Source: an optimization exercise on an open RTL-to-GDS flow (aim: small area and a short achievable clock period). Production flows keep margins and buffers that such runs may drop.
Function was checked by simulation only, so behaviour that the tests miss may differ from the original.
Power figures rest on the tool's default switching activity, not on a simulated workload.

**design/flow/config.mk**
```make
export PLATFORM = sky130hd
export DESIGN_NAME = cpuPipeline
export DESIGN_NICKNAME = cpuPipeline
export VERILOG_FILES = /design/flow/design.v
export SDC_FILE = /design/flow/constraint.sdc
export NUM_CORES = 4
export LEC_CHECK = 0
export CAP_MARGIN = 20
export CORE_MARGIN = 2
export CORE_UTILIZATION = 40
export SETUP_SLACK_MARGIN = 3.4
export SLEW_MARGIN = 20
```
**design/flow/standard.sh**
```bash
#!/bin/bash
# synth_recipe.tcl (not shown) runs the flow's synth.tcl, then flattens the netlist and writes it again
# the make line also repeats each setting of config.mk as NAME=value (left out here)
make -C /OpenROAD-flow-scripts/flow DESIGN_CONFIG=/design/flow/config.mk WORK_HOME=/design/flow/orfs CLKGATE_MAP_FILE= SYNTH_SCRIPT=/design/flow/synth_recipe.tcl "${@:-finish}"
```
**design/flow/design.v**
```verilog
package cpuPkg;
	localparam int instrWidth = 18;  
	localparam int regAddrWidth = 4;  
	localparam int regCount = 16;  
	localparam int opcodeMsb = 17;
	localparam int opcodeLsb = 12;
	localparam int a1Msb = 11;  
	localparam int a1Lsb = 8;
	localparam int a2Msb = 7;  
	localparam int a2Lsb = 4;
	localparam int immMsb = 3;  
	localparam int immLsb = 0;
	typedef logic [instrWidth-1:0] instr_t;
	typedef logic [regAddrWidth-1:0] regAddr_t;
	typedef enum logic [5:0] {
		opNop = 6'h00,
		opAdd = 6'h01,
		opSub = 6'h02,
		opAnd = 6'h03,
		opOr = 6'h04,
		opXor = 6'h05,
		opSlt = 6'h06,
		opAddi = 6'h07,  
		opMult = 6'h08,  
		opMfhi = 6'h09,
		opMflo = 6'h0A
	} opcode_t;
	localparam int selCount = 9;
	localparam int selAdd = 0;
	localparam int selSub = 1;
	localparam int selAnd = 2;
	localparam int selOr = 3;
	localparam int selXor = 4;
	localparam int selSlt = 5;
	localparam int selAddi = 6;
	localparam int selHi = 7;
	localparam int selLo = 8;
endpackage
module registerFile #(
	parameter int dataWidth = 16
) (
	input logic clk,
	input logic rst,
	input cpuPkg::regAddr_t ra1,  
	input cpuPkg::regAddr_t ra2,  
	output logic [dataWidth-1:0] rd1,
	output logic [dataWidth-1:0] rd2,
	input logic we,  
	input cpuPkg::regAddr_t wa,
	input logic [dataWidth-1:0] wd
);
	logic [dataWidth-1:0] regs [cpuPkg::regCount];  
	logic [cpuPkg::regCount-1:0] valid;  
	always_ff @(posedge clk) begin
		if (rst) begin
			valid <= '0;
		end else if (we) begin
			valid[wa] <= 1'b1;
		end
	end
	always_ff @(posedge clk) begin
		if (we) begin
			regs[wa] <= wd;
		end
	end
	logic [cpuPkg::regCount-1:0] sel1, sel2;  
	always_comb begin
		for (int i = 0; i < cpuPkg::regCount; i++) begin
			sel1[i] = (ra1 == i) && valid[i];
			sel2[i] = (ra2 == i) && valid[i];
		end
	end
	always_comb begin
		rd1 = '0;
		rd2 = '0;
		for (int i = 0; i < cpuPkg::regCount; i++) begin
			rd1 = rd1 | (regs[i] & {dataWidth{sel1[i]}});
			rd2 = rd2 | (regs[i] & {dataWidth{sel2[i]}});
		end
	end
endmodule
module aluUnit #(
	parameter int dataWidth = 16
) (
	input logic [dataWidth-1:0] a,
	input logic [dataWidth-1:0] b,  
	input logic [cpuPkg::selCount-1:0] sel,  
	input logic sub,  
	output logic [dataWidth-1:0] y
);
	logic [dataWidth-1:0] sum;
	logic less;
	logic [dataWidth:0] sumC;
	assign sumC = {a, sub} + {b, sub};
	assign sum = sumC[dataWidth:1];
	assign less = (a[dataWidth-1] ^ ~b[dataWidth-1]) ? a[dataWidth-1] : sum[dataWidth-1];
	always_comb begin
		y = '0;
		if (sel[cpuPkg::selAdd] | sel[cpuPkg::selSub] | sel[cpuPkg::selAddi]) y = y | sum;
		if (sel[cpuPkg::selAnd]) y = y | (a & b);
		if (sel[cpuPkg::selOr]) y = y | (a | b);
		if (sel[cpuPkg::selXor]) y = y | (a ^ b);
		if (sel[cpuPkg::selSlt]) y = y | {{(dataWidth-1){1'b0}}, less};
	end
endmodule
module hiLoUnit #(
	parameter int dataWidth = 16
) (
	input logic clk,
	input logic rst,
	input logic we,  
	input logic [dataWidth-1:0] a,
	input logic [dataWidth-1:0] b,
	output logic [dataWidth-1:0] hi,
	output logic [dataWidth-1:0] lo
);
	logic [2*dataWidth-1:0] x, y, z;
	logic [2*dataWidth-1:0] hlX, hlY, hlZ;
	logic [2*dataWidth-1:0] fs, fc;  
	logic hlValid;  
	logic [2*dataWidth-1:0] product;
	csMult csMult_i (.a(a), .b(b), .x(x), .y(y), .z(z));
	always_ff @(posedge clk) begin
		if (rst) hlValid <= 1'b0;
		else if (we) hlValid <= 1'b1;
	end
	always_ff @(posedge clk) begin
		if (we) begin
			hlX <= x;
			hlY <= y;
			hlZ <= z;
		end
	end
	assign fs = hlX ^ hlY ^ hlZ;
	assign fc = {(hlX[2*dataWidth-2:0] & hlY[2*dataWidth-2:0])
		| (hlX[2*dataWidth-2:0] & hlZ[2*dataWidth-2:0])
		| (hlY[2*dataWidth-2:0] & hlZ[2*dataWidth-2:0]), 1'b0};
	assign product = hlValid ? (fs + fc) : '0;
	assign hi = product[2*dataWidth-1:dataWidth];
	assign lo = product[dataWidth-1:0];
endmodule
module csMult (
	input logic [15:0] a,
	input logic [15:0] b,
	output logic [31:0] x,
	output logic [31:0] y,
	output logic [31:0] z
);
	logic pp [16][16];
	for (genvar i = 0; i < 16; i++) begin : g_pp
		for (genvar j = 0; j < 16; j++) begin : g_ppj
			assign pp[i][j] = b[i] & a[j];
		end
	end
	logic c2, c4, c6, c8, c10, c12, c14, c16, c18, c20, c22, c24, c26, c28, c30, c32, c34, c36, c38, c40;
	logic c42, c44, c46, c48, c50, c52, c54, c56, c58, c60, c62, c64, c66, c68, c70, c72, c74, c76, c78, c80;
	logic c82, c84, c86, c88, c90, c92, c94, c96, c98, c100, c102, c104, c106, c108, c110, c112, c114, c116, c118, c120;
	logic c122, c124, c126, c128, c130, c132, c134, c136, c138, c140, c142, c144, c146, c148, c150, c152, c154, c156, c158, c160;
	logic c162, c164, c166, c168, c170, c172, c174, c176, c178, c180, c182, c184, c186, c188, c190, c192, c194, c196, c198, c200;
	logic c202, c204, c206, c208, c210, c212, c214, c216, c218, c220, c222, c224, c226, c228, c230, c232, c234, c236, c238, c240;
	logic c242, c244, c246, c248, c250, c252, c254, c256, c258, c260, c262, c264, c266, c268, c270, c272, c274, c276, c278, c280;
	logic c282, c284, c286, c288, c290, c292, c294, c296, c298, c300, c302, c304, c306, c308, c310, c312, c314, c316, c318, c320;
	logic c322, c324, c326, c328, c330, c332, c334, c336, c338, c340, c342, c344, c346, c348, c350, c352, c354, c356, c358, c360;
	logic c362, c364, c366, c368, c370, c372, c374, c376, c378, c380, s1, s3, s5, s7, s9, s11, s13, s15, s17, s19;
	logic s21, s23, s25, s27, s29, s31, s33, s35, s37, s39, s41, s43, s45, s47, s49, s51, s53, s55, s57, s59;
	logic s61, s63, s65, s67, s69, s71, s73, s75, s77, s79, s81, s83, s85, s87, s89, s91, s93, s95, s97, s99;
	logic s101, s103, s105, s107, s109, s111, s113, s115, s117, s119, s121, s123, s125, s127, s129, s131, s133, s135, s137, s139;
	logic s141, s143, s145, s147, s149, s151, s153, s155, s157, s159, s161, s163, s165, s167, s169, s171, s173, s175, s177, s179;
	logic s181, s183, s185, s187, s189, s191, s193, s195, s197, s199, s201, s203, s205, s207, s209, s211, s213, s215, s217, s219;
	logic s221, s223, s225, s227, s229, s231, s233, s235, s237, s239, s241, s243, s245, s247, s249, s251, s253, s255, s257, s259;
	logic s261, s263, s265, s267, s269, s271, s273, s275, s277, s279, s281, s283, s285, s287, s289, s291, s293, s295, s297, s299;
	logic s301, s303, s305, s307, s309, s311, s313, s315, s317, s319, s321, s323, s325, s327, s329, s331, s333, s335, s337, s339;
	logic s341, s343, s345, s347, s349, s351, s353, s355, s357, s359, s361, s363, s365, s367, s369, s371, s373, s375, s377, s379;
	assign s1 = pp[0][13] ^ pp[10][3];
	assign c2 = pp[0][13] & pp[10][3];
	assign s3 = pp[0][14] ^ pp[10][4] ^ pp[11][3];
	assign c4 = (pp[0][14] & pp[10][4]) | (pp[0][14] & pp[11][3]) | (pp[10][4] & pp[11][3]);
	assign s5 = pp[12][2] ^ pp[13][1];
	assign c6 = pp[12][2] & pp[13][1];
	assign s7 = pp[0][15] ^ pp[10][5] ^ pp[11][4];
	assign c8 = (pp[0][15] & pp[10][5]) | (pp[0][15] & pp[11][4]) | (pp[10][5] & pp[11][4]);
	assign s9 = pp[12][3] ^ pp[13][2] ^ pp[14][1];
	assign c10 = (pp[12][3] & pp[13][2]) | (pp[12][3] & pp[14][1]) | (pp[13][2] & pp[14][1]);
	assign s11 = pp[15][0] ^ pp[1][14];
	assign c12 = pp[15][0] & pp[1][14];
	assign s13 = pp[10][6] ^ pp[11][5] ^ pp[12][4];
	assign c14 = (pp[10][6] & pp[11][5]) | (pp[10][6] & pp[12][4]) | (pp[11][5] & pp[12][4]);
	assign s15 = pp[13][3] ^ pp[14][2] ^ pp[15][1];
	assign c16 = (pp[13][3] & pp[14][2]) | (pp[13][3] & pp[15][1]) | (pp[14][2] & pp[15][1]);
	assign s17 = pp[1][15] ^ pp[2][14];
	assign c18 = pp[1][15] & pp[2][14];
	assign s19 = pp[10][7] ^ pp[11][6] ^ pp[12][5];
	assign c20 = (pp[10][7] & pp[11][6]) | (pp[10][7] & pp[12][5]) | (pp[11][6] & pp[12][5]);
	assign s21 = pp[13][4] ^ pp[14][3] ^ pp[15][2];
	assign c22 = (pp[13][4] & pp[14][3]) | (pp[13][4] & pp[15][2]) | (pp[14][3] & pp[15][2]);
	assign s23 = pp[10][8] ^ pp[11][7] ^ pp[12][6];
	assign c24 = (pp[10][8] & pp[11][7]) | (pp[10][8] & pp[12][6]) | (pp[11][7] & pp[12][6]);
	assign s25 = pp[0][9] ^ pp[1][8];
	assign c26 = pp[0][9] & pp[1][8];
	assign s27 = pp[0][10] ^ pp[10][0] ^ pp[1][9];
	assign c28 = (pp[0][10] & pp[10][0]) | (pp[0][10] & pp[1][9]) | (pp[10][0] & pp[1][9]);
	assign s29 = pp[2][8] ^ pp[3][7];
	assign c30 = pp[2][8] & pp[3][7];
	assign s31 = pp[0][11] ^ pp[10][1] ^ pp[11][0];
	assign c32 = (pp[0][11] & pp[10][1]) | (pp[0][11] & pp[11][0]) | (pp[10][1] & pp[11][0]);
	assign s33 = pp[1][10] ^ pp[2][9] ^ pp[3][8];
	assign c34 = (pp[1][10] & pp[2][9]) | (pp[1][10] & pp[3][8]) | (pp[2][9] & pp[3][8]);
	assign s35 = pp[4][7] ^ pp[5][6];
	assign c36 = pp[4][7] & pp[5][6];
	assign s37 = pp[0][12] ^ pp[10][2] ^ pp[11][1];
	assign c38 = (pp[0][12] & pp[10][2]) | (pp[0][12] & pp[11][1]) | (pp[10][2] & pp[11][1]);
	assign s39 = pp[12][0] ^ pp[1][11] ^ pp[2][10];
	assign c40 = (pp[12][0] & pp[1][11]) | (pp[12][0] & pp[2][10]) | (pp[1][11] & pp[2][10]);
	assign s41 = pp[3][9] ^ pp[4][8] ^ pp[5][7];
	assign c42 = (pp[3][9] & pp[4][8]) | (pp[3][9] & pp[5][7]) | (pp[4][8] & pp[5][7]);
	assign s43 = pp[6][6] ^ pp[7][5];
	assign c44 = pp[6][6] & pp[7][5];
	assign s45 = pp[11][2] ^ pp[12][1] ^ pp[13][0];
	assign c46 = (pp[11][2] & pp[12][1]) | (pp[11][2] & pp[13][0]) | (pp[12][1] & pp[13][0]);
	assign s47 = pp[1][12] ^ pp[2][11] ^ pp[3][10];
	assign c48 = (pp[1][12] & pp[2][11]) | (pp[1][12] & pp[3][10]) | (pp[2][11] & pp[3][10]);
	assign s49 = pp[4][9] ^ pp[5][8] ^ pp[6][7];
	assign c50 = (pp[4][9] & pp[5][8]) | (pp[4][9] & pp[6][7]) | (pp[5][8] & pp[6][7]);
	assign s51 = pp[7][6] ^ pp[8][5] ^ pp[9][4];
	assign c52 = (pp[7][6] & pp[8][5]) | (pp[7][6] & pp[9][4]) | (pp[8][5] & pp[9][4]);
	assign s53 = pp[14][0] ^ pp[1][13] ^ pp[2][12];
	assign c54 = (pp[14][0] & pp[1][13]) | (pp[14][0] & pp[2][12]) | (pp[1][13] & pp[2][12]);
	assign s55 = pp[3][11] ^ pp[4][10] ^ pp[5][9];
	assign c56 = (pp[3][11] & pp[4][10]) | (pp[3][11] & pp[5][9]) | (pp[4][10] & pp[5][9]);
	assign s57 = pp[6][8] ^ pp[7][7] ^ pp[8][6];
	assign c58 = (pp[6][8] & pp[7][7]) | (pp[6][8] & pp[8][6]) | (pp[7][7] & pp[8][6]);
	assign s59 = pp[9][5] ^ c2 ^ s5;
	assign c60 = (pp[9][5] & c2) | (pp[9][5] & s5) | (c2 & s5);
	assign s61 = pp[2][13] ^ pp[3][12] ^ pp[4][11];
	assign c62 = (pp[2][13] & pp[3][12]) | (pp[2][13] & pp[4][11]) | (pp[3][12] & pp[4][11]);
	assign s63 = pp[5][10] ^ pp[6][9] ^ pp[7][8];
	assign c64 = (pp[5][10] & pp[6][9]) | (pp[5][10] & pp[7][8]) | (pp[6][9] & pp[7][8]);
	assign s65 = pp[8][7] ^ pp[9][6] ^ c6;
	assign c66 = (pp[8][7] & pp[9][6]) | (pp[8][7] & c6) | (pp[9][6] & c6);
	assign s67 = s11 ^ c4 ^ s7;
	assign c68 = (s11 & c4) | (s11 & s7) | (c4 & s7);
	assign s69 = pp[3][13] ^ pp[4][12] ^ pp[5][11];
	assign c70 = (pp[3][13] & pp[4][12]) | (pp[3][13] & pp[5][11]) | (pp[4][12] & pp[5][11]);
	assign s71 = pp[6][10] ^ pp[7][9] ^ pp[8][8];
	assign c72 = (pp[6][10] & pp[7][9]) | (pp[6][10] & pp[8][8]) | (pp[7][9] & pp[8][8]);
	assign s73 = pp[9][7] ^ c12 ^ s17;
	assign c74 = (pp[9][7] & c12) | (pp[9][7] & s17) | (c12 & s17);
	assign s75 = c10 ^ c8 ^ s13;
	assign c76 = (c10 & c8) | (c10 & s13) | (c8 & s13);
	assign s77 = pp[2][15] ^ pp[3][14] ^ pp[4][13];
	assign c78 = (pp[2][15] & pp[3][14]) | (pp[2][15] & pp[4][13]) | (pp[3][14] & pp[4][13]);
	assign s79 = pp[5][12] ^ pp[6][11] ^ pp[7][10];
	assign c80 = (pp[5][12] & pp[6][11]) | (pp[5][12] & pp[7][10]) | (pp[6][11] & pp[7][10]);
	assign s81 = pp[8][9] ^ pp[9][8] ^ c18;
	assign c82 = (pp[8][9] & pp[9][8]) | (pp[8][9] & c18) | (pp[9][8] & c18);
	assign s83 = c14 ^ c16 ^ s19;
	assign c84 = (c14 & c16) | (c14 & s19) | (c16 & s19);
	assign s85 = pp[13][5] ^ pp[14][4] ^ pp[15][3];
	assign c86 = (pp[13][5] & pp[14][4]) | (pp[13][5] & pp[15][3]) | (pp[14][4] & pp[15][3]);
	assign s87 = pp[3][15] ^ pp[4][14] ^ pp[5][13];
	assign c88 = (pp[3][15] & pp[4][14]) | (pp[3][15] & pp[5][13]) | (pp[4][14] & pp[5][13]);
	assign s89 = pp[6][12] ^ pp[7][11] ^ pp[8][10];
	assign c90 = (pp[6][12] & pp[7][11]) | (pp[6][12] & pp[8][10]) | (pp[7][11] & pp[8][10]);
	assign s91 = pp[9][9] ^ c20 ^ c22;
	assign c92 = (pp[9][9] & c20) | (pp[9][9] & c22) | (c20 & c22);
	assign s93 = pp[10][9] ^ pp[11][8] ^ pp[12][7];
	assign c94 = (pp[10][9] & pp[11][8]) | (pp[10][9] & pp[12][7]) | (pp[11][8] & pp[12][7]);
	assign s95 = pp[13][6] ^ pp[14][5] ^ pp[15][4];
	assign c96 = (pp[13][6] & pp[14][5]) | (pp[13][6] & pp[15][4]) | (pp[14][5] & pp[15][4]);
	assign s97 = pp[4][15] ^ pp[5][14] ^ pp[6][13];
	assign c98 = (pp[4][15] & pp[5][14]) | (pp[4][15] & pp[6][13]) | (pp[5][14] & pp[6][13]);
	assign s99 = pp[7][12] ^ pp[8][11] ^ pp[9][10];
	assign c100 = (pp[7][12] & pp[8][11]) | (pp[7][12] & pp[9][10]) | (pp[8][11] & pp[9][10]);
	assign s101 = pp[10][10] ^ pp[11][9] ^ pp[12][8];
	assign c102 = (pp[10][10] & pp[11][9]) | (pp[10][10] & pp[12][8]) | (pp[11][9] & pp[12][8]);
	assign s103 = pp[13][7] ^ pp[14][6] ^ pp[15][5];
	assign c104 = (pp[13][7] & pp[14][6]) | (pp[13][7] & pp[15][5]) | (pp[14][6] & pp[15][5]);
	assign s105 = pp[5][15] ^ pp[6][14] ^ pp[7][13];
	assign c106 = (pp[5][15] & pp[6][14]) | (pp[5][15] & pp[7][13]) | (pp[6][14] & pp[7][13]);
	assign s107 = pp[10][11] ^ pp[11][10] ^ pp[12][9];
	assign c108 = (pp[10][11] & pp[11][10]) | (pp[10][11] & pp[12][9]) | (pp[11][10] & pp[12][9]);
	assign s109 = pp[13][8] ^ pp[14][7] ^ pp[15][6];
	assign c110 = (pp[13][8] & pp[14][7]) | (pp[13][8] & pp[15][6]) | (pp[14][7] & pp[15][6]);
	assign s111 = pp[10][12] ^ pp[11][11] ^ pp[12][10];
	assign c112 = (pp[10][12] & pp[11][11]) | (pp[10][12] & pp[12][10]) | (pp[11][11] & pp[12][10]);
	assign s113 = pp[0][6] ^ pp[1][5];
	assign c114 = pp[0][6] & pp[1][5];
	assign s115 = pp[0][7] ^ pp[1][6] ^ pp[2][5];
	assign c116 = (pp[0][7] & pp[1][6]) | (pp[0][7] & pp[2][5]) | (pp[1][6] & pp[2][5]);
	assign s117 = pp[3][4] ^ pp[4][3];
	assign c118 = pp[3][4] & pp[4][3];
	assign s119 = pp[0][8] ^ pp[1][7] ^ pp[2][6];
	assign c120 = (pp[0][8] & pp[1][7]) | (pp[0][8] & pp[2][6]) | (pp[1][7] & pp[2][6]);
	assign s121 = pp[3][5] ^ pp[4][4] ^ pp[5][3];
	assign c122 = (pp[3][5] & pp[4][4]) | (pp[3][5] & pp[5][3]) | (pp[4][4] & pp[5][3]);
	assign s123 = pp[6][2] ^ pp[7][1];
	assign c124 = pp[6][2] & pp[7][1];
	assign s125 = pp[2][7] ^ pp[3][6] ^ pp[4][5];
	assign c126 = (pp[2][7] & pp[3][6]) | (pp[2][7] & pp[4][5]) | (pp[3][6] & pp[4][5]);
	assign s127 = pp[5][4] ^ pp[6][3] ^ pp[7][2];
	assign c128 = (pp[5][4] & pp[6][3]) | (pp[5][4] & pp[7][2]) | (pp[6][3] & pp[7][2]);
	assign s129 = pp[8][1] ^ pp[9][0] ^ s25;
	assign c130 = (pp[8][1] & pp[9][0]) | (pp[8][1] & s25) | (pp[9][0] & s25);
	assign s131 = pp[4][6] ^ pp[5][5] ^ pp[6][4];
	assign c132 = (pp[4][6] & pp[5][5]) | (pp[4][6] & pp[6][4]) | (pp[5][5] & pp[6][4]);
	assign s133 = pp[7][3] ^ pp[8][2] ^ pp[9][1];
	assign c134 = (pp[7][3] & pp[8][2]) | (pp[7][3] & pp[9][1]) | (pp[8][2] & pp[9][1]);
	assign s135 = c26 ^ s29 ^ s27;
	assign c136 = (c26 & s29) | (c26 & s27) | (s29 & s27);
	assign s137 = pp[6][5] ^ pp[7][4] ^ pp[8][3];
	assign c138 = (pp[6][5] & pp[7][4]) | (pp[6][5] & pp[8][3]) | (pp[7][4] & pp[8][3]);
	assign s139 = pp[9][2] ^ c30 ^ s35;
	assign c140 = (pp[9][2] & c30) | (pp[9][2] & s35) | (c30 & s35);
	assign s141 = c28 ^ s31 ^ s33;
	assign c142 = (c28 & s31) | (c28 & s33) | (s31 & s33);
	assign s143 = pp[8][4] ^ pp[9][3] ^ c36;
	assign c144 = (pp[8][4] & pp[9][3]) | (pp[8][4] & c36) | (pp[9][3] & c36);
	assign s145 = s43 ^ c32 ^ c34;
	assign c146 = (s43 & c32) | (s43 & c34) | (c32 & c34);
	assign s147 = s37 ^ s39 ^ s41;
	assign c148 = (s37 & s39) | (s37 & s41) | (s39 & s41);
	assign s149 = c44 ^ s1 ^ c38;
	assign c150 = (c44 & s1) | (c44 & c38) | (s1 & c38);
	assign s151 = c40 ^ c42 ^ s45;
	assign c152 = (c40 & c42) | (c40 & s45) | (c42 & s45);
	assign s153 = s47 ^ s49 ^ s51;
	assign c154 = (s47 & s49) | (s47 & s51) | (s49 & s51);
	assign s155 = c46 ^ c48 ^ c50;
	assign c156 = (c46 & c48) | (c46 & c50) | (c48 & c50);
	assign s157 = c52 ^ s3 ^ s53;
	assign c158 = (c52 & s3) | (c52 & s53) | (s3 & s53);
	assign s159 = s55 ^ s57 ^ s59;
	assign c160 = (s55 & s57) | (s55 & s59) | (s57 & s59);
	assign s161 = c54 ^ c56 ^ c58;
	assign c162 = (c54 & c56) | (c54 & c58) | (c56 & c58);
	assign s163 = s61 ^ s63 ^ s9;
	assign c164 = (s61 & s63) | (s61 & s9) | (s63 & s9);
	assign s165 = c60 ^ s65 ^ s67;
	assign c166 = (c60 & s65) | (c60 & s67) | (s65 & s67);
	assign s167 = c62 ^ c64 ^ s15;
	assign c168 = (c62 & c64) | (c62 & s15) | (c64 & s15);
	assign s169 = s69 ^ s71 ^ c66;
	assign c170 = (s69 & s71) | (s69 & c66) | (s71 & c66);
	assign s171 = s73 ^ c68 ^ s75;
	assign c172 = (s73 & c68) | (s73 & s75) | (c68 & s75);
	assign s173 = c70 ^ c72 ^ s21;
	assign c174 = (c70 & c72) | (c70 & s21) | (c72 & s21);
	assign s175 = s77 ^ s79 ^ c74;
	assign c176 = (s77 & s79) | (s77 & c74) | (s79 & c74);
	assign s177 = s81 ^ c76 ^ s83;
	assign c178 = (s81 & c76) | (s81 & s83) | (c76 & s83);
	assign s179 = c78 ^ c80 ^ s23;
	assign c180 = (c78 & c80) | (c78 & s23) | (c80 & s23);
	assign s181 = s85 ^ s87 ^ s89;
	assign c182 = (s85 & s87) | (s85 & s89) | (s87 & s89);
	assign s183 = c82 ^ c84 ^ s91;
	assign c184 = (c82 & c84) | (c82 & s91) | (c84 & s91);
	assign s185 = c24 ^ c86 ^ c88;
	assign c186 = (c24 & c86) | (c24 & c88) | (c86 & c88);
	assign s187 = c90 ^ s93 ^ s95;
	assign c188 = (c90 & s93) | (c90 & s95) | (s93 & s95);
	assign s189 = s97 ^ s99 ^ c92;
	assign c190 = (s97 & s99) | (s97 & c92) | (s99 & c92);
	assign s191 = pp[8][12] ^ pp[9][11] ^ c100;
	assign c192 = (pp[8][12] & pp[9][11]) | (pp[8][12] & c100) | (pp[9][11] & c100);
	assign s193 = c94 ^ c96 ^ c98;
	assign c194 = (c94 & c96) | (c94 & c98) | (c96 & c98);
	assign s195 = s101 ^ s103 ^ s105;
	assign c196 = (s101 & s103) | (s101 & s105) | (s103 & s105);
	assign s197 = pp[6][15] ^ pp[7][14] ^ pp[8][13];
	assign c198 = (pp[6][15] & pp[7][14]) | (pp[6][15] & pp[8][13]) | (pp[7][14] & pp[8][13]);
	assign s199 = pp[9][12] ^ c102 ^ c104;
	assign c200 = (pp[9][12] & c102) | (pp[9][12] & c104) | (c102 & c104);
	assign s201 = c106 ^ s107 ^ s109;
	assign c202 = (c106 & s107) | (c106 & s109) | (s107 & s109);
	assign s203 = pp[13][9] ^ pp[14][8] ^ pp[15][7];
	assign c204 = (pp[13][9] & pp[14][8]) | (pp[13][9] & pp[15][7]) | (pp[14][8] & pp[15][7]);
	assign s205 = pp[7][15] ^ pp[8][14] ^ pp[9][13];
	assign c206 = (pp[7][15] & pp[8][14]) | (pp[7][15] & pp[9][13]) | (pp[8][14] & pp[9][13]);
	assign s207 = c108 ^ c110 ^ s111;
	assign c208 = (c108 & c110) | (c108 & s111) | (c110 & s111);
	assign s209 = pp[10][13] ^ pp[11][12] ^ pp[12][11];
	assign c210 = (pp[10][13] & pp[11][12]) | (pp[10][13] & pp[12][11]) | (pp[11][12] & pp[12][11]);
	assign s211 = pp[13][10] ^ pp[14][9] ^ pp[15][8];
	assign c212 = (pp[13][10] & pp[14][9]) | (pp[13][10] & pp[15][8]) | (pp[14][9] & pp[15][8]);
	assign s213 = pp[8][15] ^ pp[9][14] ^ c112;
	assign c214 = (pp[8][15] & pp[9][14]) | (pp[8][15] & c112) | (pp[9][14] & c112);
	assign s215 = pp[10][14] ^ pp[11][13] ^ pp[12][12];
	assign c216 = (pp[10][14] & pp[11][13]) | (pp[10][14] & pp[12][12]) | (pp[11][13] & pp[12][12]);
	assign s217 = pp[13][11] ^ pp[14][10] ^ pp[15][9];
	assign c218 = (pp[13][11] & pp[14][10]) | (pp[13][11] & pp[15][9]) | (pp[14][10] & pp[15][9]);
	assign s219 = pp[10][15] ^ pp[11][14] ^ pp[12][13];
	assign c220 = (pp[10][15] & pp[11][14]) | (pp[10][15] & pp[12][13]) | (pp[11][14] & pp[12][13]);
	assign s221 = pp[0][4] ^ pp[1][3];
	assign c222 = pp[0][4] & pp[1][3];
	assign s223 = pp[0][5] ^ pp[1][4] ^ pp[2][3];
	assign c224 = (pp[0][5] & pp[1][4]) | (pp[0][5] & pp[2][3]) | (pp[1][4] & pp[2][3]);
	assign s225 = pp[3][2] ^ pp[4][1];
	assign c226 = pp[3][2] & pp[4][1];
	assign s227 = pp[2][4] ^ pp[3][3] ^ pp[4][2];
	assign c228 = (pp[2][4] & pp[3][3]) | (pp[2][4] & pp[4][2]) | (pp[3][3] & pp[4][2]);
	assign s229 = pp[5][1] ^ pp[6][0] ^ s113;
	assign c230 = (pp[5][1] & pp[6][0]) | (pp[5][1] & s113) | (pp[6][0] & s113);
	assign s231 = pp[5][2] ^ pp[6][1] ^ pp[7][0];
	assign c232 = (pp[5][2] & pp[6][1]) | (pp[5][2] & pp[7][0]) | (pp[6][1] & pp[7][0]);
	assign s233 = c114 ^ s117 ^ s115;
	assign c234 = (c114 & s117) | (c114 & s115) | (s117 & s115);
	assign s235 = pp[8][0] ^ c118 ^ s123;
	assign c236 = (pp[8][0] & c118) | (pp[8][0] & s123) | (c118 & s123);
	assign s237 = c116 ^ s119 ^ s121;
	assign c238 = (c116 & s119) | (c116 & s121) | (s119 & s121);
	assign s239 = c124 ^ c120 ^ c122;
	assign c240 = (c124 & c120) | (c124 & c122) | (c120 & c122);
	assign s241 = s125 ^ s127 ^ s129;
	assign c242 = (s125 & s127) | (s125 & s129) | (s127 & s129);
	assign s243 = c126 ^ c128 ^ s131;
	assign c244 = (c126 & c128) | (c126 & s131) | (c128 & s131);
	assign s245 = s133 ^ c130 ^ s135;
	assign c246 = (s133 & c130) | (s133 & s135) | (c130 & s135);
	assign s247 = c132 ^ c134 ^ s137;
	assign c248 = (c132 & c134) | (c132 & s137) | (c134 & s137);
	assign s249 = s139 ^ c136 ^ s141;
	assign c250 = (s139 & c136) | (s139 & s141) | (c136 & s141);
	assign s251 = c138 ^ c140 ^ s143;
	assign c252 = (c138 & c140) | (c138 & s143) | (c140 & s143);
	assign s253 = c142 ^ s145 ^ s147;
	assign c254 = (c142 & s145) | (c142 & s147) | (s145 & s147);
	assign s255 = c144 ^ c146 ^ c148;
	assign c256 = (c144 & c146) | (c144 & c148) | (c146 & c148);
	assign s257 = s149 ^ s151 ^ s153;
	assign c258 = (s149 & s151) | (s149 & s153) | (s151 & s153);
	assign s259 = c150 ^ c152 ^ c154;
	assign c260 = (c150 & c152) | (c150 & c154) | (c152 & c154);
	assign s261 = s155 ^ s157 ^ s159;
	assign c262 = (s155 & s157) | (s155 & s159) | (s157 & s159);
	assign s263 = c156 ^ c158 ^ s161;
	assign c264 = (c156 & c158) | (c156 & s161) | (c158 & s161);
	assign s265 = s163 ^ c160 ^ s165;
	assign c266 = (s163 & c160) | (s163 & s165) | (c160 & s165);
	assign s267 = c162 ^ c164 ^ s167;
	assign c268 = (c162 & c164) | (c162 & s167) | (c164 & s167);
	assign s269 = s169 ^ c166 ^ s171;
	assign c270 = (s169 & c166) | (s169 & s171) | (c166 & s171);
	assign s271 = c168 ^ s173 ^ c170;
	assign c272 = (c168 & s173) | (c168 & c170) | (s173 & c170);
	assign s273 = s175 ^ c172 ^ s177;
	assign c274 = (s175 & c172) | (s175 & s177) | (c172 & s177);
	assign s275 = c174 ^ s179 ^ s181;
	assign c276 = (c174 & s179) | (c174 & s181) | (s179 & s181);
	assign s277 = c176 ^ c178 ^ s183;
	assign c278 = (c176 & c178) | (c176 & s183) | (c178 & s183);
	assign s279 = c180 ^ c182 ^ s185;
	assign c280 = (c180 & c182) | (c180 & s185) | (c182 & s185);
	assign s281 = s187 ^ c184 ^ s189;
	assign c282 = (s187 & c184) | (s187 & s189) | (c184 & s189);
	assign s283 = c186 ^ c188 ^ s191;
	assign c284 = (c186 & c188) | (c186 & s191) | (c188 & s191);
	assign s285 = s193 ^ s195 ^ c190;
	assign c286 = (s193 & s195) | (s193 & c190) | (s195 & c190);
	assign s287 = s197 ^ c192 ^ c194;
	assign c288 = (s197 & c192) | (s197 & c194) | (c192 & c194);
	assign s289 = c196 ^ s199 ^ s201;
	assign c290 = (c196 & s199) | (c196 & s201) | (s199 & s201);
	assign s291 = c198 ^ s203 ^ s205;
	assign c292 = (c198 & s203) | (c198 & s205) | (s203 & s205);
	assign s293 = c200 ^ c202 ^ s207;
	assign c294 = (c200 & c202) | (c200 & s207) | (c202 & s207);
	assign s295 = c204 ^ c206 ^ s209;
	assign c296 = (c204 & c206) | (c204 & s209) | (c206 & s209);
	assign s297 = s211 ^ c208 ^ s213;
	assign c298 = (s211 & c208) | (s211 & s213) | (c208 & s213);
	assign s299 = pp[9][15] ^ c210 ^ c212;
	assign c300 = (pp[9][15] & c210) | (pp[9][15] & c212) | (c210 & c212);
	assign s301 = s215 ^ s217 ^ c214;
	assign c302 = (s215 & s217) | (s215 & c214) | (s217 & c214);
	assign s303 = pp[13][12] ^ pp[14][11] ^ pp[15][10];
	assign c304 = (pp[13][12] & pp[14][11]) | (pp[13][12] & pp[15][10]) | (pp[14][11] & pp[15][10]);
	assign s305 = c216 ^ c218 ^ s219;
	assign c306 = (c216 & c218) | (c216 & s219) | (c218 & s219);
	assign s307 = pp[11][15] ^ pp[12][14] ^ pp[13][13];
	assign c308 = (pp[11][15] & pp[12][14]) | (pp[11][15] & pp[13][13]) | (pp[12][14] & pp[13][13]);
	assign s309 = pp[14][12] ^ pp[15][11] ^ c220;
	assign c310 = (pp[14][12] & pp[15][11]) | (pp[14][12] & c220) | (pp[15][11] & c220);
	assign s311 = pp[12][15] ^ pp[13][14] ^ pp[14][13];
	assign c312 = (pp[12][15] & pp[13][14]) | (pp[12][15] & pp[14][13]) | (pp[13][14] & pp[14][13]);
	assign s313 = pp[0][3] ^ pp[1][2];
	assign c314 = pp[0][3] & pp[1][2];
	assign s315 = pp[2][2] ^ pp[3][1] ^ pp[4][0];
	assign c316 = (pp[2][2] & pp[3][1]) | (pp[2][2] & pp[4][0]) | (pp[3][1] & pp[4][0]);
	assign s317 = pp[5][0] ^ c222 ^ s225;
	assign c318 = (pp[5][0] & c222) | (pp[5][0] & s225) | (c222 & s225);
	assign s319 = c226 ^ c224 ^ s227;
	assign c320 = (c226 & c224) | (c226 & s227) | (c224 & s227);
	assign s321 = c228 ^ s231 ^ c230;
	assign c322 = (c228 & s231) | (c228 & c230) | (s231 & c230);
	assign s323 = c232 ^ s235 ^ c234;
	assign c324 = (c232 & s235) | (c232 & c234) | (s235 & c234);
	assign s325 = c236 ^ c238 ^ s239;
	assign c326 = (c236 & c238) | (c236 & s239) | (c238 & s239);
	assign s327 = c240 ^ s243 ^ c242;
	assign c328 = (c240 & s243) | (c240 & c242) | (s243 & c242);
	assign s329 = c244 ^ s247 ^ c246;
	assign c330 = (c244 & s247) | (c244 & c246) | (s247 & c246);
	assign s331 = c248 ^ s251 ^ c250;
	assign c332 = (c248 & s251) | (c248 & c250) | (s251 & c250);
	assign s333 = c252 ^ c254 ^ s255;
	assign c334 = (c252 & c254) | (c252 & s255) | (c254 & s255);
	assign s335 = c256 ^ c258 ^ s259;
	assign c336 = (c256 & c258) | (c256 & s259) | (c258 & s259);
	assign s337 = c260 ^ s263 ^ c262;
	assign c338 = (c260 & s263) | (c260 & c262) | (s263 & c262);
	assign s339 = c264 ^ s267 ^ c266;
	assign c340 = (c264 & s267) | (c264 & c266) | (s267 & c266);
	assign s341 = c268 ^ s271 ^ c270;
	assign c342 = (c268 & s271) | (c268 & c270) | (s271 & c270);
	assign s343 = s275 ^ c272 ^ c274;
	assign c344 = (s275 & c272) | (s275 & c274) | (c272 & c274);
	assign s345 = c276 ^ s279 ^ c278;
	assign c346 = (c276 & s279) | (c276 & c278) | (s279 & c278);
	assign s347 = c280 ^ s283 ^ c282;
	assign c348 = (c280 & s283) | (c280 & c282) | (s283 & c282);
	assign s349 = c284 ^ s287 ^ s289;
	assign c350 = (c284 & s287) | (c284 & s289) | (s287 & s289);
	assign s351 = s291 ^ c288 ^ c290;
	assign c352 = (s291 & c288) | (s291 & c290) | (c288 & c290);
	assign s353 = c292 ^ s295 ^ c294;
	assign c354 = (c292 & s295) | (c292 & c294) | (s295 & c294);
	assign s355 = c296 ^ s299 ^ c298;
	assign c356 = (c296 & s299) | (c296 & c298) | (s299 & c298);
	assign s357 = s303 ^ c300 ^ s305;
	assign c358 = (s303 & c300) | (s303 & s305) | (c300 & s305);
	assign s359 = c304 ^ s307 ^ c306;
	assign c360 = (c304 & s307) | (c304 & c306) | (s307 & c306);
	assign s361 = pp[15][12] ^ c308 ^ s311;
	assign c362 = (pp[15][12] & c308) | (pp[15][12] & s311) | (c308 & s311);
	assign s363 = pp[13][15] ^ pp[14][14] ^ pp[15][13];
	assign c364 = (pp[13][15] & pp[14][14]) | (pp[13][15] & pp[15][13]) | (pp[14][14] & pp[15][13]);
	assign s365 = s293 ^ c350 ^ s351;
	assign c366 = (s293 & c350) | (s293 & s351) | (c350 & s351);
	assign s367 = s297 ^ c352 ^ s353;
	assign c368 = (s297 & c352) | (s297 & s353) | (c352 & s353);
	assign s369 = s301 ^ c354 ^ s355;
	assign c370 = (s301 & c354) | (s301 & s355) | (c354 & s355);
	assign s371 = c302 ^ s357 ^ c356;
	assign c372 = (c302 & s357) | (c302 & c356) | (s357 & c356);
	assign s373 = s309 ^ c358 ^ s359;
	assign c374 = (s309 & c358) | (s309 & s359) | (c358 & s359);
	assign s375 = c310 ^ s361 ^ c360;
	assign c376 = (c310 & s361) | (c310 & c360) | (s361 & c360);
	assign s377 = c312 ^ s363 ^ c362;
	assign c378 = (c312 & s363) | (c312 & c362) | (s363 & c362);
	assign s379 = pp[14][15] ^ pp[15][14] ^ c364;
	assign c380 = (pp[14][15] & pp[15][14]) | (pp[14][15] & c364) | (pp[15][14] & c364);
	assign x = {1'b0, pp[15][15], s379, s377, c374, s373, c370, c368, c366, s365, c286, s285, s281, s277, s273, s269, c336, s261, s257, s253, s249, c326, s241, s237, c320, c318, c316, c314, pp[2][1], pp[0][2], pp[0][1], pp[0][0]};
	assign y = {1'b0, c380, c378, c376, s375, c372, s371, s369, s367, 1'b0, s349, c346, c344, c342, c340, c338, s265, c334, c332, c330, c328, s245, c324, c322, s233, s229, s223, s221, pp[3][0], pp[1][1], pp[1][0], 1'b0};
	assign z = {1'b0, 1'b0, 1'b0, 1'b0, 1'b0, 1'b0, 1'b0, 1'b0, 1'b0, 1'b0, c348, s347, s345, s343, s341, s339, s337, s335, s333, s331, s329, s327, s325, s323, s321, s319, s317, s315, s313, pp[2][0], 1'b0, 1'b0};
endmodule
module decodeStage #(
	parameter int dataWidth = 16
) (
	input logic clk,
	input logic rst,
	input logic instrValid,  
	input cpuPkg::instr_t instr,
	input logic [dataWidth-1:0] exResult,  
	output logic [dataWidth-1:0] exRd1,
	output logic [dataWidth-1:0] exRd2,  
	output cpuPkg::regAddr_t exWriteAddr,
	output logic exWriteEn,
	output logic exMult,  
	output logic [cpuPkg::selCount-1:0] exSel,  
	output logic exSub  
);
	logic [5:0] opcode;
	cpuPkg::regAddr_t a1F, a2F, immF;  
	logic [dataWidth-1:0] rd1, rd2;
	logic [cpuPkg::selCount-1:0] sel;
	logic dstIsA2;
	assign opcode = instr[cpuPkg::opcodeMsb:cpuPkg::opcodeLsb];
	assign a1F = instr[cpuPkg::a1Msb:cpuPkg::a1Lsb];
	assign a2F = instr[cpuPkg::a2Msb:cpuPkg::a2Lsb];
	assign immF = instr[cpuPkg::immMsb:cpuPkg::immLsb];
	registerFile #(.dataWidth(dataWidth)) registerFile_i (
		.clk(clk), .rst(rst),
		.ra1(a1F), .ra2(a2F), .rd1(rd1), .rd2(rd2),
		.we(exWriteEn), .wa(exWriteAddr), .wd(exResult)
	);
	always_comb begin
		sel = '0;
		case (opcode)
			cpuPkg::opAdd: sel[cpuPkg::selAdd] = 1'b1;
			cpuPkg::opSub: sel[cpuPkg::selSub] = 1'b1;
			cpuPkg::opAnd: sel[cpuPkg::selAnd] = 1'b1;
			cpuPkg::opOr: sel[cpuPkg::selOr] = 1'b1;
			cpuPkg::opXor: sel[cpuPkg::selXor] = 1'b1;
			cpuPkg::opSlt: sel[cpuPkg::selSlt] = 1'b1;
			cpuPkg::opAddi: sel[cpuPkg::selAddi] = 1'b1;
			cpuPkg::opMfhi: sel[cpuPkg::selHi] = 1'b1;
			cpuPkg::opMflo: sel[cpuPkg::selLo] = 1'b1;
			default: ;  
		endcase
	end
	assign dstIsA2 = (opcode == cpuPkg::opAddi);  
	always_ff @(posedge clk) begin
		if (rst) begin
			exWriteEn <= 1'b0;
			exMult <= 1'b0;
		end else begin
			exWriteEn <= instrValid & (|sel);  
			exMult <= instrValid & (opcode == cpuPkg::opMult);
		end
	end
	always_ff @(posedge clk) begin
		exRd1 <= (exWriteEn && (exWriteAddr == a1F)) ? exResult : rd1;
		if (sel[cpuPkg::selAddi]) begin
			exRd2 <= {{(dataWidth-cpuPkg::regAddrWidth){1'b0}}, immF};
		end else begin
			exRd2 <= ((exWriteEn && (exWriteAddr == a2F)) ? exResult : rd2)
				^ {dataWidth{sel[cpuPkg::selSub] | sel[cpuPkg::selSlt]}};
		end
		exWriteAddr <= dstIsA2 ? a2F : immF;
		exSel <= sel;
		exSub <= sel[cpuPkg::selSub] | sel[cpuPkg::selSlt];
	end
endmodule
module executeStage #(
	parameter int dataWidth = 16
) (
	input logic clk,
	input logic rst,
	input logic [dataWidth-1:0] exRd1,  
	input logic [dataWidth-1:0] exRd2,
	input cpuPkg::regAddr_t exWriteAddr,
	input logic exWriteEn,
	input logic exMult,
	input logic [cpuPkg::selCount-1:0] exSel,
	input logic exSub,
	output logic wbValid,  
	output cpuPkg::regAddr_t wbAddr,
	output logic [dataWidth-1:0] wbData,
	output logic [dataWidth-1:0] exResult  
);
	logic [dataWidth-1:0] srcA, srcB;
	logic [dataWidth-1:0] aluY;
	logic [dataWidth-1:0] hi, lo;
	logic [dataWidth-1:0] result;
	assign srcA = exRd1;
	assign srcB = exRd2;
	aluUnit #(.dataWidth(dataWidth)) aluUnit_i (
		.a(srcA),
		.b(srcB),
		.sel(exSel),
		.sub(exSub),
		.y(aluY)
	);
	hiLoUnit #(.dataWidth(dataWidth)) hiLoUnit_i (
		.clk(clk),
		.rst(rst),
		.we(exMult),
		.a(srcA),
		.b(srcB),
		.hi(hi),
		.lo(lo)
	);
	assign result = aluY
		| (hi & {dataWidth{exSel[cpuPkg::selHi]}})
		| (lo & {dataWidth{exSel[cpuPkg::selLo]}});
	assign exResult = result;
	always_ff @(posedge clk) begin
		if (rst) begin
			wbValid <= 1'b0;
		end else begin
			wbValid <= exWriteEn;  
		end
	end
	always_ff @(posedge clk) begin
		wbAddr <= exWriteAddr;
		wbData <= result;
	end
endmodule
module cpuPipeline #(
	parameter int dataWidth = 16
) (
	input logic clk,
	input logic rst,
	input logic instrValid,
	input cpuPkg::instr_t instr,
	output logic wbValid,
	output cpuPkg::regAddr_t wbAddr,
	output logic [dataWidth-1:0] wbData
);
	logic [dataWidth-1:0] exRd1, exRd2;
	logic [dataWidth-1:0] exResult;
	cpuPkg::regAddr_t exWriteAddr;
	logic exWriteEn;
	logic exMult;
	logic [cpuPkg::selCount-1:0] exSel;
	logic exSub;
	decodeStage #(.dataWidth(dataWidth)) decodeStage_i (
		.clk(clk), .rst(rst), .instrValid(instrValid), .instr(instr),
		.exRd1(exRd1), .exRd2(exRd2), .exResult(exResult),
		.exWriteAddr(exWriteAddr), .exWriteEn(exWriteEn),
		.exMult(exMult), .exSel(exSel), .exSub(exSub)
	);
	executeStage #(.dataWidth(dataWidth)) executeStage_i (
		.clk(clk), .rst(rst),
		.exRd1(exRd1), .exRd2(exRd2),
		.exWriteAddr(exWriteAddr), .exWriteEn(exWriteEn),
		.exMult(exMult), .exSel(exSel), .exSub(exSub),
		.wbValid(wbValid), .wbAddr(wbAddr), .wbData(wbData),
		.exResult(exResult)
	);
endmodule
```
**design/flow/constraint.sdc**
```tcl
create_clock -name core_clock -period 7.5 [get_ports {clk}]
set_input_delay 1.5000 -clock core_clock [delete_from_list [all_inputs] [get_ports {clk}]]
set_output_delay 1.5000 -clock core_clock [all_outputs]
set_load 0.01 [all_outputs]
```
**design/flow/flow/run.sh**
```bash
#!/bin/bash
# The standard layout, with the port buffers made of buf_4 cells
# rather than the delay cells buffer_ports picks by itself
set -euo pipefail
export BUFFER_PORTS_ARGS="-buffer_cell sky130_fd_sc_hd__buf_4"
bash standard.sh > standard.log 2>&1
```
==> results.toml, run 1 <==
[status]
status = "timing/DRC/antenna clean"

[floorplan]
die_height_um = 257.1
fp.coreArea_mm2 = 0.06320
num_rows = 92
dieWidth_um = 257.1
initial_utilization_pct = 40.54
die-area_mm2 = 0.06609
io_pins = 42

[sta]
slew_headroom_pct = 38.01
worst_slack_ps = 3457
final_hold_viol_count = 0
skew_ps = 15.94
final.period_utilization_pct = 53.91
grt_setup_unrepaired = "yes"
fin_crit_ps = 4043
drv_slew = 0
finalSetupViolations = 0
fmax_mhz = 247.3
worst_pin_slew_ps = 927.7
fin_tns_setup_ps = 0

[yosys]
synth_area_per_cell_um2 = 11.26
synth_seq_cells = 422
synth_area_leaders = "edfxtp_1 39%, fa_1 16%, dfxtp_1 6.7%, ha_1 4.3%, nor2_1 4.0%"
netlist_instances = 2276
ys_types = 84
yosysTopAreaCell = "edfxtp_1"
yosys_warnings = 7
synthFlopType = "edfxtp_1"
seq_area_frac_synth_pct = 46.11
synth_commonest_cells = "336 x edfxtp_1, 271 x nor2_1, 223 x inv_1, 199 x fa_1, 166 x nand2_1"
synth_top_area_share_pct = 39.38
synth_area_mm2 = 0.02562
async_flop_share_pct = 0
synth_edf_count = 336
yosysMostFrequentCell = "edfxtp_1"
syn-num-nets = 2584

[setup_path]
path_class = "flip-flop to flip-flop"
crit_arrival_ps = 4310
critPathMaxFanout = 17
cp.required_ps = 7770
critPathCaptureType = "flip-flop"
worstSetupStartpointType = "flip-flop"
r2r_slack_ps = 3460

[clocking]
cts-buffers-inserted = 45
clock_sinks = 422
cts_max_level = 2
path_clk_slew_ps = 60
ctsLongestPathBuffers = 3
root_buffer = "clkbuf_16"
cts_tree = "built"
clk_latency_ps = 610

[place]
place_area_mm2 = 0.02691
pre_cts_ws_ps = 3083
gp_congestion = 0.9648
dp_hpwl_um = 61600
place_inst = 3085
io_buffers = 41

[power_and_ir_drop]
fin_total_pwr_mw = 4.936
irDropWorstVdd_v = 0.0001976
p_leak_nw = 10.46
p_per_area_mw_per_mm2 = 171.7

[cells_and_area]
num-nets-final = 2615
fin_area_mm2 = 0.02875
fillers = 5765
area_delta_synth_final_pct = 12.22
diodes = 0
finalNonFillerCells = 3189
drive_gt1_share_pct = 12.55

[drt]
drcViolationCount = 0
ant_nets = 0
first_pass_iters = 8
vias = 20000
avgRoutedWirePerCell_um = 28.76
wl_um = 91700
avgViaCountPerCell = 6.272
drtIter0Drc = 2840

[grt]
grt_pass1_wl_um = 134100
grtUsageTotal_pct = 27.56
grt_max_degree = 59
grt_pass1_vias = 20080
grt-ovfl-total = 0
antenna_found_initial = 5

[run]
max-cap-violations = 0

[hold_path]
worstHoldPathType = "flip-flop to flip-flop"
==> logic make-up after synthesis <==
kind of cell	count (synthesis)	share of synthesized area, %
buffers and inverters	362	5.514
AOI/OAI and AO/OA	488	14.58
xor gates and xnor gates	32	1.094
adders and majority gates	287	19.85
muxes	33	1.353
DFF	422	46.11
and+or+nand+nor	652	11.51
==> per-stage QoR <==
stage                     hold WS, ps  utilization, %
after floorplan                 383.7               -
after global placement          469.3           42.58
after detailed placement        473.7           42.58
after CTS                       487.6           45.21
after global routing            506.9           45.49
final                           486.1           45.49
==> state kept, by name, indices dropped and copies added, names as in the netlist, 4 cells and up <==
signal and count:
decodeStage_i.exSel 9, decodeStage_i.registerFile_i.regs 256, executeStage_i.wbData 16, executeStage_i.wbAddr 4, decodeStage_i.registerFile_i.valid 16, decodeStage_i.exRd1 16
executeStage_i.hiLoUnit_i.hlY 29, decodeStage_i.exRd2 16, executeStage_i.hiLoUnit_i.hlX 31, executeStage_i.hiLoUnit_i.hlZ 20, decodeStage_i.exWriteAddr 4
==> per-layer routing <==
metal	up-vias	track usage [%]	routed length [um]
li1	8230	-	-
met1	9928	35.49	33750
met2	1457	44.06	41820
met3	382	5.802	10660
met4	6	13.89	5434
met5	-	0	36
==> placed cells by master (no fill, tap or decap), types with 14 or more instances in the layout <==
master | netlist | routed
nand4_1 | 35 | 35
clkbuf_16 | 0 | 47
inv_1 | 223 | 207
clkinvlp_4 | 0 | 20
a21oi_1 | 63 | 61
a221oi_1 | 90 | 90
dfxtp_1 | 86 | 74
a22oi_1 | 88 | 88
mux2i_1 | 20 | 19
o21ai_0 | 42 | 40
a22o_1 | 86 | 86
nand3_1 | 33 | 32
nand2_1 | 166 | 165
edfxtp_1 | 336 | 336
nor2_1 | 271 | 257
a211oi_1 | 14 | 14
ha_1 | 88 | 87
nor3_1 | 30 | 28
buf_4 | 0 | 115
xnor2_1 | 19 | 19
fa_1 | 199 | 199
and3_1 | 44 | 43
==> path summary, 6_finish.rpt <==
path              depth (start not counted)                                   endpoint                                    from
setup / recovery                          9  decodeStage_i.registerFile_i.regs[14][11]       executeStage_i.hiLoUnit_i.hlX[18]
hold / removal                            2     decodeStage_i.registerFile_i.valid[15]  decodeStage_i.registerFile_i.valid[15]
setup reg to reg                          9  decodeStage_i.registerFile_i.regs[14][11]       executeStage_i.hiLoUnit_i.hlX[18]
hold reg to reg                           2     decodeStage_i.registerFile_i.valid[15]  decodeStage_i.registerFile_i.valid[15]
==> report_power, final <==
part | internal, mW | leakage (nW) | switching [mW]
sequential | 2.50 | 3.38 | 0.0166
combinational | 0.0357 | 6.34 | 0.0718
clock | 1.31 | 0.748 | 0.999
==> critical path, cell delays in order (launching register included) <==
cell      delay (ps)
edfxtp_1         400
fa_1             550
ha_1             490
a21oi_1          360
nor2_1           100
a21oi_1          490
nand2_1          130
a211oi_1         500
mux2i_2          400
nand2_2          280
==> cell type report <==
| cell class | count | area, um^2 | share of cell area [%] |
|---|---|---|---|
| multi-input cells | 1492 | 12520 | 43.54 |
| flip-flops and latches | 422 | 11830 | 41.14 |
| clock buffers | 56 | 1260 | 4.382 |
| well taps | 846 | 1059 | 3.682 |
| inverters | 230 | 925.9 | 3.220 |
| repair buffers | 116 | 878.3 | 3.055 |
| clock inverters | 27 | 280.3 | 0.9748 |
==> repair_timing <==
action,4_1_cts,5_1_grt
setup endpoints to repair,72,108
pin swaps,1,1
buffers inserted,10,10
gates resized for setup,19,24
hold buffers,0,0
==> run 2: changes to the inputs <==
--- a/design/flow/config.mk
+++ b/design/flow/config.mk
@@ -8,5 +8,5 @@
 export CAP_MARGIN = 20
 export CORE_MARGIN = 2
 export CORE_UTILIZATION = 40
-export SETUP_SLACK_MARGIN = 3.4
+export SETUP_SLACK_MARGIN = 4.2
 export SLEW_MARGIN = 20
==> run 2 against run 1 <==
Effect of this change:
- power is 4.4% higher
- worst setup slack better by 500 ps
- final cell count rose by 4.9%
- wire length up 5.0%
- sequential power is essentially flat
- core utilization up 5.2 points
- clock-buffer cell count fell by 1
- global-route usage rose by 1.0 points
- via count grew 5.0%
- clock power is 8% higher
- hold slack gained 34 ps
- cell area grew 11%
- largest cell class unchanged
==> results.toml, run 2 <==
[power_and_ir_drop]
p_int_mw = 4.039
irDropWorstVdd_v = 0.0002001
combPwrFrac_pct = 2.6
p_leak_nw = 11.57
pwr-share-clk_pct = 48.6
swShare_pct = 21.59
fin_total_pwr_mw = 5.151
p_switching_mw = 1.112
power_frac_seq_pct = 48.8
p_per_area_mw_per_mm2 = 160.8

[drt]
drcViolationCount = 0
drtIter0Drc = 2719
wl_met2_um = 43650
topRoutingLayerUsed = "met5"
avgRoutedWirePerCell_um = 28.78
vias = 21000
dr_wl_met3_um = 12180
m1WireLength_um = 33280
ant_nets = 0
first_pass_iters = 6
avgViaCountPerCell = 6.279
wl_um = 96260

[clocking]
cts-buffers-inserted = 46
ctsLongestPathBuffers = 3
path_clk_slew_ps = 60
ctsHoldBuffers = 0
clk_latency_ps = 620
cts_max_level = 2
root_buffer = "clkbuf_16"
cts_tree = "built"
clock_sinks = 422

[cells_and_area]
utilization_pct = 50.70
finalNonFillerCells = 3345
mostFrequentLayoutCell = "edfxtp_1"
drive_gt1_share_pct = 26.70
area_delta_synth_final_pct = 25.06
reg_top3 = "decodeStage_i.registerFile_i.regs (256), executeStage_i.hiLoUnit_i.hlX (31), executeStage_i.hiLoUnit_i.hlY (29)"
largest_reg_flops = 256
regMostFlops = "decodeStage_i.registerFile_i.regs"
num-nets-final = 2768
mostFrequentLayoutCells = "336 x edfxtp_1, 233 x nor2_1, 189 x buf_4"

[run]
max-cap-violations = 0

[floorplan]
num_rows = 92
dieWidth_um = 257.1
die_height_um = 257.1
fp.coreArea_mm2 = 0.06320
io_pins = 42
initial_utilization_pct = 40.54
die-area_mm2 = 0.06609

[sta]
worst_slack_ps = 3962
skew_ps = 24.84
finalSetupViolations = 0
final.period_utilization_pct = 47.18
drv_slew = 0
fmax_mhz = 282.6
fin_tns_setup_ps = 0
worst_pin_slew_ps = 1292
final_hold_viol_count = 0
grt_setup_unrepaired = "yes"
slew_headroom_pct = 13.85
fin_crit_ps = 3538

[yosys]
synth_area_mm2 = 0.02562
synth_edf_count = 336
ys_types = 84
synth_top_area_share_pct = 39.38
synth_area_leaders = "edfxtp_1 39%, fa_1 16%, dfxtp_1 6.7%, ha_1 4.3%, nor2_1 4.0%"
syn-num-nets = 2584
synth_area_per_cell_um2 = 11.26
synth_commonest_cells = "336 x edfxtp_1, 271 x nor2_1, 223 x inv_1, 199 x fa_1, 166 x nand2_1"
seq_area_frac_synth_pct = 46.11
synthFlopType = "edfxtp_1"
yosysMostFrequentCell = "edfxtp_1"
yosys_warnings = 7
synth_seq_cells = 422
yosysTopAreaCell = "edfxtp_1"
netlist_instances = 2276
async_flop_share_pct = 0

[grt]
grt_max_degree = 57
grt-ovfl-total = 0
grt_pass1_wl_um = 139500
grtUsageTotal_pct = 28.61
grt_pass1_vias = 21160
antenna_found_initial = 2

[place]
io_buffers = 41
gp_congestion = 0.9664
place_inst = 3085
pre_cts_ws_ps = 2970
dp_hpwl_um = 60140

[setup_path]
r2r_slack_ps = 3960
critPathMaxFanout = 4
cp.required_ps = 7860
path_class = "flip-flop to flip-flop"
crit_arrival_ps = 3900
rr_worst_depth = 16
crit_end = "decodeStage_i.registerFile_i.regs[13][0]"
rr_endpoint = "decodeStage_i.registerFile_i.regs[13][0]"
r2r-start = "decodeStage_i.exRd1[2]"
critPathCaptureType = "flip-flop"
startpoint = "decodeStage_i.exRd1[2]"
worstSetupStartpointType = "flip-flop"

[status]
status = "timing/DRC/antenna clean"

[hold_path]
worstHoldPathType = "flip-flop to flip-flop"
## run 2: cell counts after synthesis
Identical to the previous run, type by type.
## run 2: per-stage QoR
step	cell area [um^2]	hold WS (ps)
after global placement	26960	494.8
after detailed placement	26960	492.9
after CTS	30850	508.4
after floorplan	25700	383.7
after global routing	32040	541.2
final	32040	519.9
## run 2: worst min-delay path by stage
stage,to,depth (start not counted),start
global placement,decodeStage_i.registerFile_i.valid[13],2,decodeStage_i.registerFile_i.valid[13]
finish,decodeStage_i.registerFile_i.valid[11],2,decodeStage_i.registerFile_i.valid[11]
global route,decodeStage_i.registerFile_i.valid[12],2,decodeStage_i.registerFile_i.valid[12]
CTS,decodeStage_i.registerFile_i.valid[11],2,decodeStage_i.registerFile_i.valid[11]
detailed placement,decodeStage_i.registerFile_i.valid[4],2,decodeStage_i.registerFile_i.valid[4]
floorplan,executeStage_i.wbAddr[2],0,decodeStage_i.exWriteAddr[2]
## run 2: cell families after synthesis
logic type               after synthesis  share of synthesized area (%)
AO/OA/AOI/OAI                        488                          14.58
AND/OR/NAND/NOR                      652                          11.51
buffers and inverters                362                          5.514
flip-flops                           422                          46.11
XOR/XNOR                              32                          1.094
multiplexers                          33                          1.353
adder cells (fa/ha/maj)              287                          19.85
## run 2: repair_timing
item	CTS	global route
endpoints found under the setup margin	302	302
pin swaps	65	65
resized for setup	300	150
gates cloned	4	10
setup buffers	115	44
hold endpoints to repair	0	0
## run 2: layout make-up
cell class	instances	area [um^2]
antenna	1	2.502
clock buffer	55	1256
clock inverter	31	440.4
fill	5435	31160
inverter	230	985.9
multi-input combinational	1502	13910
sequential	422	11910
tap	846	1059
timing repair buffer	258	2470
## run 2: power by group through the flow
stage                     combinational (mW)  sequential (mW)  clock, mW
after CTS                              0.122             2.51       2.54
after global routing                   0.143             2.51       2.63
after detailed placement               0.100             2.57          0
after floorplan                       0.0598             2.56          0
final                                  0.136             2.51       2.50
after global placement                0.0992             2.57          0
## run 2: metal layers
metal | up-vias | global-route usage, %
li1 | 8575 | -
met1 | 10350 | 34.53
met2 | 1596 | 46.21
met3 | 483 | 7.329
met4 | 4 | 17.05
met5 | - | 0
## run 2: worst max-delay path, cell delays in order (launching register included)
cell and delay [ps]:
dfxtp_4 400, clkinvlp_4 210, ha_4 340, nand3_2 60, o211a_1 250, a21oi_2 180, a41oi_2 130, nor2b_1 130
o21ai_1 70, nand2b_1 120, fa_2 240, inv_2 30, a221o_1 280, a221o_2 370, buf_12 160, buf_6 110
a21o_4 190

==> re-timing with driven ports <==
Ports are ideal in the flow. The routed layouts listed here were re-timed in OpenROAD.
Step 1, drivers: a clkbuf_16 drives clk and a buf_2 each remaining input, both assumed.
Step 2 also shifts input and output timing later by t, the mid clock arrival at the registers, as if the neighbouring blocks saw the same clock.
a / b / c = no drivers / after step 1 / after step 2; a / b = the first two.
run	t, ns	slack for setup (ns)	slew at the worst register clock pin (ns)	worst data-port slew with drivers (ns)	cell pins on the clock port's net
run 1	0.666	3.457 / 3.457 / 3.332	0.07 / 0.07	0.04	1
run 2	0.667	3.962 / 3.962 / 3.383	0.07 / 0.07	0.04	1
After both steps setup and hold are still met in every run listed. The setup slack of run 2, which loses most, moves by 0.000 ns with the drivers and by -0.579 ns with both steps.
